Background: an optimization exercise with open tools, aiming at small area and few clock cycles. Do not read the settings as production practice. Only simulation tests tie the RTL to the original design; equivalence was not proved. Power and IR drop assume default switching activity.

Setup of build 86:
==> flow/design.v <==
package bmpd_pkg;
    localparam logic [15:0] KEY_COLOR = 16'hF81F;
    localparam logic [7:0]  SIG_B     = 8'h42;
    localparam logic [7:0]  SIG_M     = 8'h4D;
    function automatic logic [11:0] inc12(input logic [11:0] a);
        logic c;
        c = 1'b1;
        for (int i = 0; i < 12; i++)
        begin
            inc12[i] = a[i] ^ c;
            c        = c & a[i];
        end
    endfunction
    function automatic logic [11:0] dec12(input logic [11:0] a);
        logic b;
        b = 1'b1;
        for (int i = 0; i < 12; i++)
        begin
            dec12[i] = a[i] ^ b;
            b        = b & ~a[i];
        end
    endfunction
    function automatic logic [15:0] dec16(input logic [15:0] a);
        logic b;
        b = 1'b1;
        for (int i = 0; i < 16; i++)
        begin
            dec16[i] = a[i] ^ b;
            b        = b & ~a[i];
        end
    endfunction
    function automatic logic [3:0] dec4(input logic [3:0] a);
        logic b;
        b = 1'b1;
        for (int i = 0; i < 4; i++)
        begin
            dec4[i] = a[i] ^ b;
            b       = b & ~a[i];
        end
    endfunction
    function automatic logic [11:0] add11(input logic [10:0] a, input logic [10:0] b);
        logic c;
        logic c6;
        logic cg;
        logic pp;
        logic p;
        c = 1'b0;
        for (int i = 0; i < 6; i++)
        begin
            add11[i] = a[i] ^ b[i] ^ c;
            c        = (a[i] & b[i]) | (c & (a[i] ^ b[i]));
        end
        c6 = c;
        cg = 1'b0;
        pp = 1'b1;
        for (int i = 6; i < 11; i++)
        begin
            p        = a[i] ^ b[i];
            add11[i] = p ^ (cg | (c6 & pp));
            cg       = (a[i] & b[i]) | (cg & p);
            pp       = pp & p;
        end
        add11[11] = cg | (c6 & pp);
    endfunction
endpackage
`default_nettype none
module bmpd_cfg_regs
(
    input  wire logic        clk,
    input  wire logic        rst_n,
    input  wire logic        cfg_valid,
    input  wire logic [1:0]  cfg_index,
    input  wire logic [10:0] cfg_data,
    output logic      [10:0] origin_x,
    output logic      [10:0] origin_y,
    output logic             keyed_mode
);
    always_ff @(posedge clk or negedge rst_n)
    begin
        if (!rst_n)
        begin
            origin_x   <= '0;
            origin_y   <= '0;
            keyed_mode <= 1'b0;
        end
        else if (cfg_valid)
        begin
            if (cfg_index == 2'd0) origin_x   <= cfg_data;
            if (cfg_index == 2'd1) origin_y   <= cfg_data;
            if (cfg_index == 2'd2) keyed_mode <= cfg_data[0];
        end
    end
endmodule
`default_nettype wire
`default_nettype none
module bmp_stream_to_rgb565_pixels
(
    input  wire logic         clk,
    input  wire logic         rst_n,
    input  wire logic         in_valid,
    output logic              in_ready,
    input  wire logic [7:0]   in_data,
    input  wire logic         in_file_start,
    output logic              out_valid,
    input  wire logic         out_ready,
    output logic [1:0]        out_kind,
    output logic [15:0]       out_color,
    output logic [11:0]       out_x,
    output logic [11:0]       out_y,
    output logic              out_visible,
    output logic              out_row_end,
    output logic              out_image_done,
    input  wire logic         cfg_valid,
    output logic              cfg_ready,
    input  wire logic [1:0]   cfg_index,
    input  wire logic [10:0]  cfg_data
);
    logic [10:0] origin_x;
    logic [10:0] origin_y;
    logic        keyed;
    assign cfg_ready = 1'b1;
    bmpd_cfg_regs u_cfg
    (
        .clk        (clk),
        .rst_n      (rst_n),
        .cfg_valid  (cfg_valid),
        .cfg_index  (cfg_index),
        .cfg_data   (cfg_data),
        .origin_x   (origin_x),
        .origin_y   (origin_y),
        .keyed_mode (keyed)
    );
    logic        valid;
    logic [11:0] col,  col_n;
    logic [11:0] rows, rows_n;
    logic [11:0] wid,  wid_n;
    logic [15:0] cnt,  cnt_n;
    logic [3:0]  clr;
    logic [15:0] color, color_n;
    logic        fa,   fa_n;
    logic        fb,   fb_n;
    logic        b16,  b16_n;
    logic        b32,  b32_n;
    logic        accept;
    logic        res;
    logic        hdr;
    logic [4:0]  hp;
    logic [11:0] col_inc;
    logic [11:0] rows_dec;
    logic [15:0] cnt_dec;
    logic        row_end;
    logic        last_row;
    logic        done;
    logic        dead;
    logic        last_lane;
    logic        started;
    logic        pix_byte;
    logic [3:0]  lane_dec;
    logic [1:0]  pad;
    logic        fmt_bad;
    logic        size_bad;
    assign in_ready = !valid || out_ready;
    assign accept   = in_valid && in_ready;
    assign col_inc  = bmpd_pkg::inc12(col);
    assign rows_dec = bmpd_pkg::dec12(rows);
    assign cnt_dec  = bmpd_pkg::dec16(cnt);
    assign hp  = in_file_start ? 5'd1 : col[4:0];
    assign hdr = in_file_start || (col[11] && (col[4:0] != 5'h1F));
    assign row_end   = (col_inc == wid);
    assign last_row  = (rows == 12'd0);
    assign started   = !col[11];
    assign color     = {cnt[15:4], clr};
    assign pix_byte  = started ? (cnt[3:2] == 2'b11) : (cnt == 16'd15);
    assign lane_dec  = bmpd_pkg::dec4(cnt[3:0]);
    assign done      = row_end && last_row && (cnt[3:0] == 4'hF);
    assign dead      = fa || fb || done;
    assign last_lane = b16 ? (cnt[1:0] == 2'd2) :
                       b32 ? (cnt[1:0] == 2'd0) :
                             (cnt[1:0] == 2'd1);
    assign pad       = b16 ? {wid[0], 1'b0} :
                       b32 ? 2'd0 :
                             wid[1:0];
    assign fmt_bad  = fa || (in_data != 8'h00);
    assign size_bad = fb || rows[11] || (wid == 12'd0) || (wid[11] && (wid[10:0] != 11'd0));
    always_comb
    begin
        col_n  = col;
        rows_n = rows;
        wid_n  = wid;
        cnt_n  = cnt;
        color_n = color;
        fa_n   = fa;
        fb_n   = fb;
        b16_n  = b16;
        b32_n  = b32;
        res    = 1'b0;
        if (hdr)
        begin
            col_n = in_file_start ? 12'hFE2 : col_inc;
            if (hp[4])
            begin
                cnt_n = cnt_dec;
            end
            case (hp)
                5'd1:        
                begin
                    fa_n = (in_data != bmpd_pkg::SIG_B);
                    fb_n = 1'b0;
                end
                5'd2:        
                begin
                    fa_n = 1'b0;
                    if (fa || (in_data != bmpd_pkg::SIG_M))
                    begin
                        fb_n  = 1'b1;
                        col_n = 12'hFFF;
                        res   = 1'b1;
                    end
                end
                5'd11:       
                begin
                    cnt_n[7:0] = in_data;
                end
                5'd12:       
                begin
                    cnt_n[15:8] = in_data;
                    if ((in_data == 8'h00) && (cnt[7:5] == 3'd0) && (cnt[4:1] != 4'hF))
                    begin
                        fa_n = 1'b1;
                    end
                end
                5'd13, 5'd14:    
                begin
                    if (in_data != 8'h00)
                    begin
                        fa_n = 1'b1;
                    end
                end
                5'd19:       
                begin
                    wid_n[7:0] = in_data;
                end
                5'd20:       
                begin
                    wid_n[11:8] = in_data[3:0];
                    if (in_data[7:4] != 4'h0)
                    begin
                        fb_n = 1'b1;
                    end
                end
                5'd23:       
                begin
                    rows_n[7:0] = in_data;
                end
                5'd24:       
                begin
                    rows_n[11:8] = in_data[3:0];
                    if (in_data[7:4] != 4'h0)
                    begin
                        fb_n = 1'b1;
                    end
                end
                5'd21, 5'd22, 5'd25, 5'd26:   
                begin
                    if (in_data != 8'h00)
                    begin
                        fb_n = 1'b1;
                    end
                end
                5'd27:       
                begin
                    rows_n = rows_dec;
                end
                5'd29:       
                begin
                    b16_n = (in_data == 8'h10);
                    b32_n = (in_data == 8'h20);
                    if (!((in_data == 8'h10) || (in_data == 8'h18) || (in_data == 8'h20)))
                    begin
                        fa_n = 1'b1;
                    end
                end
                5'd30:       
                begin
                    fa_n = fmt_bad || size_bad;
                    fb_n = !fmt_bad && size_bad;
                    res  = fmt_bad || size_bad;
                end
                default:
                begin
                end
            endcase
        end
        else if (!dead)
        begin
            if (!pix_byte)
            begin
                cnt_n = started ? {cnt[15:4], lane_dec} : cnt_dec;
            end
            else
            begin
                if (cnt[1:0] == 2'd3)
                begin
                    col_n  = row_end ? 12'd0 : col_inc;
                    rows_n = row_end ? rows_dec : rows;
                end
                if (b16)
                begin
                    if (cnt[1:0] == 2'd3) color_n[7:0]  = in_data;
                    if (cnt[1:0] == 2'd2) color_n[15:8] = in_data;
                end
                else
                begin
                    if (cnt[1:0] == 2'd3) color_n[4:0]   = in_data[7:3];
                    if (cnt[1:0] == 2'd2) color_n[10:5]  = in_data[7:2];
                    if (cnt[1:0] == 2'd1) color_n[15:11] = in_data[7:3];
                end
                cnt_n[15:4] = color_n[15:4];
                if (last_lane)
                begin
                    res        = 1'b1;
                    cnt_n[3:0] = (row_end && !last_row) ? bmpd_pkg::dec4({2'b00, pad}) : 4'hF;
                end
                else
                begin
                    cnt_n[3:0] = lane_dec;
                end
            end
        end
    end
    always_ff @(posedge clk or negedge rst_n)
    begin
        if (!rst_n)
        begin
            valid <= 1'b0;
            col   <= 12'hFE1;
        end
        else
        begin
            valid <= (accept && res) || (valid && !out_ready);
            if (accept)
            begin
                col <= col_n;
            end
        end
    end
    always_ff @(posedge clk)
    begin
        if (accept)
        begin
            rows <= rows_n;
            wid  <= wid_n;
            cnt  <= cnt_n;
            clr  <= color_n[3:0];
            fa   <= fa_n;
            fb   <= fb_n;
            b16  <= b16_n;
            b32  <= b32_n;
        end
    end
    logic pix;
    assign pix            = !(fa || fb);
    assign out_valid      = valid;
    assign out_kind       = {fa, fb};
    assign out_color      = !pix   ? 16'h0000 :
                            keyed  ? color : {color[7:0], color[15:8]};
    assign out_x          = pix ? bmpd_pkg::add11(origin_x, col[10:0])  : 12'h000;
    assign out_y          = pix ? bmpd_pkg::add11(origin_y, rows[10:0]) : 12'h000;
    assign out_visible    = pix && !(keyed && (color == bmpd_pkg::KEY_COLOR));
    assign out_row_end    = pix && row_end;
    assign out_image_done = pix && row_end && last_row;
endmodule
`default_nettype wire
clock: 5.0 ns
lec_check: 0
cap_margin: 20
core_margin: 2
core_utilization: 40
slew_margin: 20
standard.sh (not shown) runs the stock make flow with config.mk's settings and CLKGATE_MAP_FILE= SYNTH_SCRIPT=/design/flow/synth_recipe.tcl, a recipe that flattens the netlist after the stock synthesis.
==> flow/flow/run.sh <==
#!/bin/bash
# Own layout flow: the standard flow (standard synthesis unchanged), with
#  - the port buffers made as sky130_fd_sc_hd__buf_1 instead of the default pick,
#  - CTS on small clock buffers, in small sink clusters, without dummy loads.
# The full output of the run goes to standard.log in this folder; ORFS keeps
# each step's own log under orfs/logs/.
set -euo pipefail
bash standard.sh \
  "BUFFER_PORTS_ARGS=-buffer_cell sky130_fd_sc_hd__buf_1" \
  "CTS_ARGS=-sink_clustering_enable -repair_clock_nets -dont_use_dummy_load -sink_clustering_size 6 -sink_clustering_max_diameter 40 -buf_list sky130_fd_sc_hd__clkbuf_4 -root_buf sky130_fd_sc_hd__clkbuf_8" \
  finish > standard.log 2>&1
Testbench counts of build 86, summed over its fixed seeds: cycles 73,616.
What build 83 does differently from build 86 at the input level:
==> flow/run.sh (new file) <==
#!/bin/bash
# synth_recipe.tcl (not shown) runs the flow's synth.tcl, then flattens the netlist and writes it again
# the make line also repeats each setting of config.mk as NAME=value (left out here)
make -C /OpenROAD-flow-scripts/flow DESIGN_CONFIG=/design/flow/config.mk WORK_HOME=/design/flow/orfs CLKGATE_MAP_FILE= SYNTH_SCRIPT=/design/flow/synth_recipe.tcl finish
removed: flow/flow/run.sh
removed: flow/standard.sh
==> run notes <==
[compare] base=build 86 new=build 83: clock skew has decreased; wire length has increased. Build 83 vs build 86 — proportion of cell area occupied by multi-input gates dropped 4.7 points. | combinational cell power | lower: build 86 |. ~same global-route usage in build 86 and build 83.
--- input diff build 83..build 46 ---
==> flow/flow/run.sh (new file) <==
#!/bin/bash
# Own layout flow: the standard flow (standard synthesis unchanged), with
#  - the port buffers made as sky130_fd_sc_hd__buf_1 instead of the default pick,
#  - CTS on small clock buffers, without dummy loads.
# The full output of the run goes to standard.log in this folder; ORFS keeps
# each step's own log under orfs/logs/.
set -euo pipefail
bash standard.sh \
  "BUFFER_PORTS_ARGS=-buffer_cell sky130_fd_sc_hd__buf_1" \
  "CTS_ARGS=-sink_clustering_enable -repair_clock_nets -dont_use_dummy_load -buf_list sky130_fd_sc_hd__clkbuf_8 -root_buf sky130_fd_sc_hd__clkbuf_8" \
  finish > standard.log 2>&1
==> flow/standard.sh (new file) <==
#!/bin/bash
# synth_recipe.tcl (not shown) runs the flow's synth.tcl, then flattens the netlist and writes it again
# the make line also repeats each setting of config.mk as NAME=value (left out here)
make -C /OpenROAD-flow-scripts/flow DESIGN_CONFIG=/design/flow/config.mk WORK_HOME=/design/flow/orfs CLKGATE_MAP_FILE= SYNTH_SCRIPT=/design/flow/synth_recipe.tcl "${@:-finish}"
removed: flow/run.sh
Findings:
Going from build 83 to build 46, core utilization shrinks by 4.7 points. Between build 83 and build 46, number of buffers added for setup after CTS is lower for build 46, build 83 comes in above that. | worst setup slack for register-to-register paths | lower: build 83 |. Re static leakage: build 46 is about 12% down on build 83. For the power drawn by the combinational cells, build 46 came in about 12% lower than build 83 did. Of build 83 and build 46, the run reporting the higher wire length per cell after detailed routing was build 46.
Input-level comparison between build 55 and build 46:
==> flow/flow/run.sh <==
#!/bin/bash
# Own layout flow: the standard flow, with
#  - synthesis: the standard flow's synthesis script and ORFS's synth.tcl as they are, except that the one
#    ABC technology-mapping call uses flow/abc_area.script (area-recovering mapping) instead of
#    ORFS's speed script; registers are mapped before ABC and are untouched by it,
#  - the port buffers made as sky130_fd_sc_hd__buf_1 instead of the default pick,
#  - CTS on clkbuf_8 buffers, without dummy loads.
# The full output of the run goes to standard.log in this folder; ORFS keeps each step's own
# log under orfs/logs/.
set -euo pipefail
W=$(pwd)
line='  log_cmd abc {*}$abc_args'
[[ $(grep -cxF "$line" "$FLOW_HOME/scripts/synth.tcl") == 1 ]]
awk -v s="$W/flow/abc_area.script" -v l="$line" \
  '$0 == l { print "  set abc_args [lreplace $abc_args 1 1 " s "]" } { print }' \
  "$FLOW_HOME/scripts/synth.tcl" > "$W/synth_area.tcl"
src='source $::env(SCRIPTS_DIR)/synth.tcl'
[[ $(grep -cxF "$src" synth_recipe.tcl) == 1 ]]
awk -v s="source $W/synth_area.tcl" -v l="$src" '{ print ($0 == l ? s : $0) }' \
  synth_recipe.tcl > "$W/synth_recipe_area.tcl"
bash standard.sh \
  "SYNTH_SCRIPT=$W/synth_recipe_area.tcl" \
  "BUFFER_PORTS_ARGS=-buffer_cell sky130_fd_sc_hd__buf_1" \
  "CTS_ARGS=-sink_clustering_enable -repair_clock_nets -dont_use_dummy_load -buf_list sky130_fd_sc_hd__clkbuf_8 -root_buf sky130_fd_sc_hd__clkbuf_8" \
  finish > standard.log 2>&1
==> flow/flow/abc_area.script (new file) <==
strash
dc2
dch -f
amap
strash
dc2
dch -f
amap
strash
dch -f
amap
topo
==> run notes <==
Build 46 has a higher first-pass GRT wire length than build 55. A commonest non-fill, non-tap cell in the layout of sky130_fd_sc_hd__nor2_1 is what build 46 shows, while sky130_fd_sc_hd__clkinv_1 belongs to build 55. Compared with build 46, placement density in the core of build 55 is higher. In the reports for build 46 and build 55, the smaller fraction of power consumed by combinational cells belongs to build 46. Final cycle utilization of the critical path on build 55 is up relative to build 46. Comparing layout-stage area growth over the synthesis result for build 46 and build 55, the bigger number came from build 55.
Inputs modified between build 55 and build 78:
- PLACE_DENSITY now 0.75, previously not set
- CORE_UTILIZATION now 65, was 40
==> flow/flow/run.sh <==
#!/bin/bash
# Own layout flow: the standard flow (standard synthesis unchanged), with
#  - the port buffers made as sky130_fd_sc_hd__buf_1 instead of the default pick,
#  - CTS on small clock buffers, without dummy loads.
# The full output of the run goes to standard.log in this folder; ORFS keeps
# each step's own log under orfs/logs/.
set -euo pipefail
bash standard.sh \
  "BUFFER_PORTS_ARGS=-buffer_cell sky130_fd_sc_hd__buf_1" \
  "CTS_ARGS=-sink_clustering_enable -repair_clock_nets -dont_use_dummy_load -buf_list sky130_fd_sc_hd__clkbuf_8 -root_buf sky130_fd_sc_hd__clkbuf_8" \
  finish > standard.log 2>&1
removed: flow/flow/abc_area.script
==> comparison <==
Comparing build 78 and build 55, count of fill cells added during filler insertion is lower on build 78.
On total non-filler cell area in the finished layout, build 55 beats build 78.
Compared with build 55, build 78 supports a lower clock frequency.
Going from build 55 to build 78, sequential share of layout area has decreased, number of cells on the worst reg-to-reg path has decreased.
Build 78 vs. build 55: number of setup violations in the final report about even, sequential power saw a decrease, minimum period implied by the final worst setup slack +0.032 ns.
Edits applied to the flow inputs when going from build 78 to build 53:
- swapping 20 for 5 in SLEW_MARGIN
- swapping 65 for 40 in CORE_UTILIZATION
- swapping 20 for 5 in CAP_MARGIN
- clearing PLACE_DENSITY, which used to be 0.75
==> flow/flow/run.sh <==
#!/bin/bash
# Own layout flow: the standard flow, with
#  - synthesis: the standard flow's synthesis script and ORFS's synth.tcl as they are, except that the one
#    ABC technology-mapping call uses flow/abc_area.script (area-recovering mapping) instead of
#    ORFS's speed script; registers are mapped before ABC and are untouched by it,
#  - the port buffers made as sky130_fd_sc_hd__buf_1 instead of the default pick,
#  - CTS on clkbuf_8 buffers, without dummy loads.
# The full output of the run goes to standard.log in this folder; ORFS keeps each step's own
# log under orfs/logs/.
set -euo pipefail
W=$(pwd)
line='  log_cmd abc {*}$abc_args'
[[ $(grep -cxF "$line" "$FLOW_HOME/scripts/synth.tcl") == 1 ]]
awk -v s="$W/flow/abc_area.script" -v l="$line" \
  '$0 == l { print "  set abc_args [lreplace $abc_args 1 1 " s "]" } { print }' \
  "$FLOW_HOME/scripts/synth.tcl" > "$W/synth_area.tcl"
src='source $::env(SCRIPTS_DIR)/synth.tcl'
[[ $(grep -cxF "$src" synth_recipe.tcl) == 1 ]]
awk -v s="source $W/synth_area.tcl" -v l="$src" '{ print ($0 == l ? s : $0) }' \
  synth_recipe.tcl > "$W/synth_recipe_area.tcl"
bash standard.sh \
  "SYNTH_SCRIPT=$W/synth_recipe_area.tcl" \
  "BUFFER_PORTS_ARGS=-buffer_cell sky130_fd_sc_hd__buf_1" \
  "CTS_ARGS=-sink_clustering_enable -repair_clock_nets -dont_use_dummy_load -buf_list sky130_fd_sc_hd__clkbuf_8 -root_buf sky130_fd_sc_hd__clkbuf_8" \
  finish > standard.log 2>&1
==> flow/flow/abc_area.script (new file) <==
&get -n
&st
&dch
&nf -R 1000
&st
&syn2
&if -g -K 6
&synch2
&nf -R 1000
&st
&syn2
&if -g -K 6
&synch2
&nf -R 1000
&st
&dch -f
&nf -R 1000 -p
&put
topo
### Flow results
- In the reports for build 78 and build 53, the larger total power of the final layout belongs to build 53.
- Compared with build 78, build 53 instantiates a larger number of cells.
- Build 53 gives more depth of the worst register-to-register path than build 78 did.
- Build 78 → build 53: leakage power now sits lower, clock latency on the worst-skew pair rose 0.02 ns, count of vias placed by the detailed router decreased about 2.3%, cell area lower, maximum frequency shows an increase of 2.3 MHz.

port drivers added, routing unchanged:
In the flow no input, the clock included, has a driving cell. The finished layouts below were timed again as built, in two steps.
Step 1 assumes that a clkbuf_16 drives the clock port and a buf_2 every other input.
Step 2 adds t to the input delays and takes it off the output delays; t is the mean of the earliest and latest rising clock arrival at the registers after step 1. Input paths then give back, and output paths get back, about the clock's delay inside the block.
Three values: no drivers, after step 1, after step 2; two values: the first two.
| run | shift t [ns] | setup slack, ns | worst hold slack (ns) | worst slew at a driven data input, ns | pins driven straight from the clock port |
|---|---|---|---|---|---|
| build 86 | 0.410 | 0.177 / 0.140 / 0.539 | 0.521 / 0.521 / 0.521 | 0.03 | 1 |
| build 83 | 0.384 | 0.155 / 0.114 / 0.472 | 0.510 / 0.510 / 0.510 | 0.04 | 1 |
| build 46 | 0.410 | 0.177 / 0.140 / 0.539 | 0.521 / 0.521 / 0.521 | 0.03 | 1 |
| build 55 | 0.400 | 0.162 / 0.126 / 0.301 | 0.505 / 0.505 / 0.505 | 0.06 | 1 |
| build 78 | 0.385 | 0.130 / 0.094 / 0.479 | 0.517 / 0.517 / 0.517 | 0.04 | 1 |
| build 53 | 0.404 | 0.184 / 0.150 / 0.427 | 0.498 / 0.498 / 0.498 | 0.04 | 1 |
After both steps every run listed still meets setup and hold.
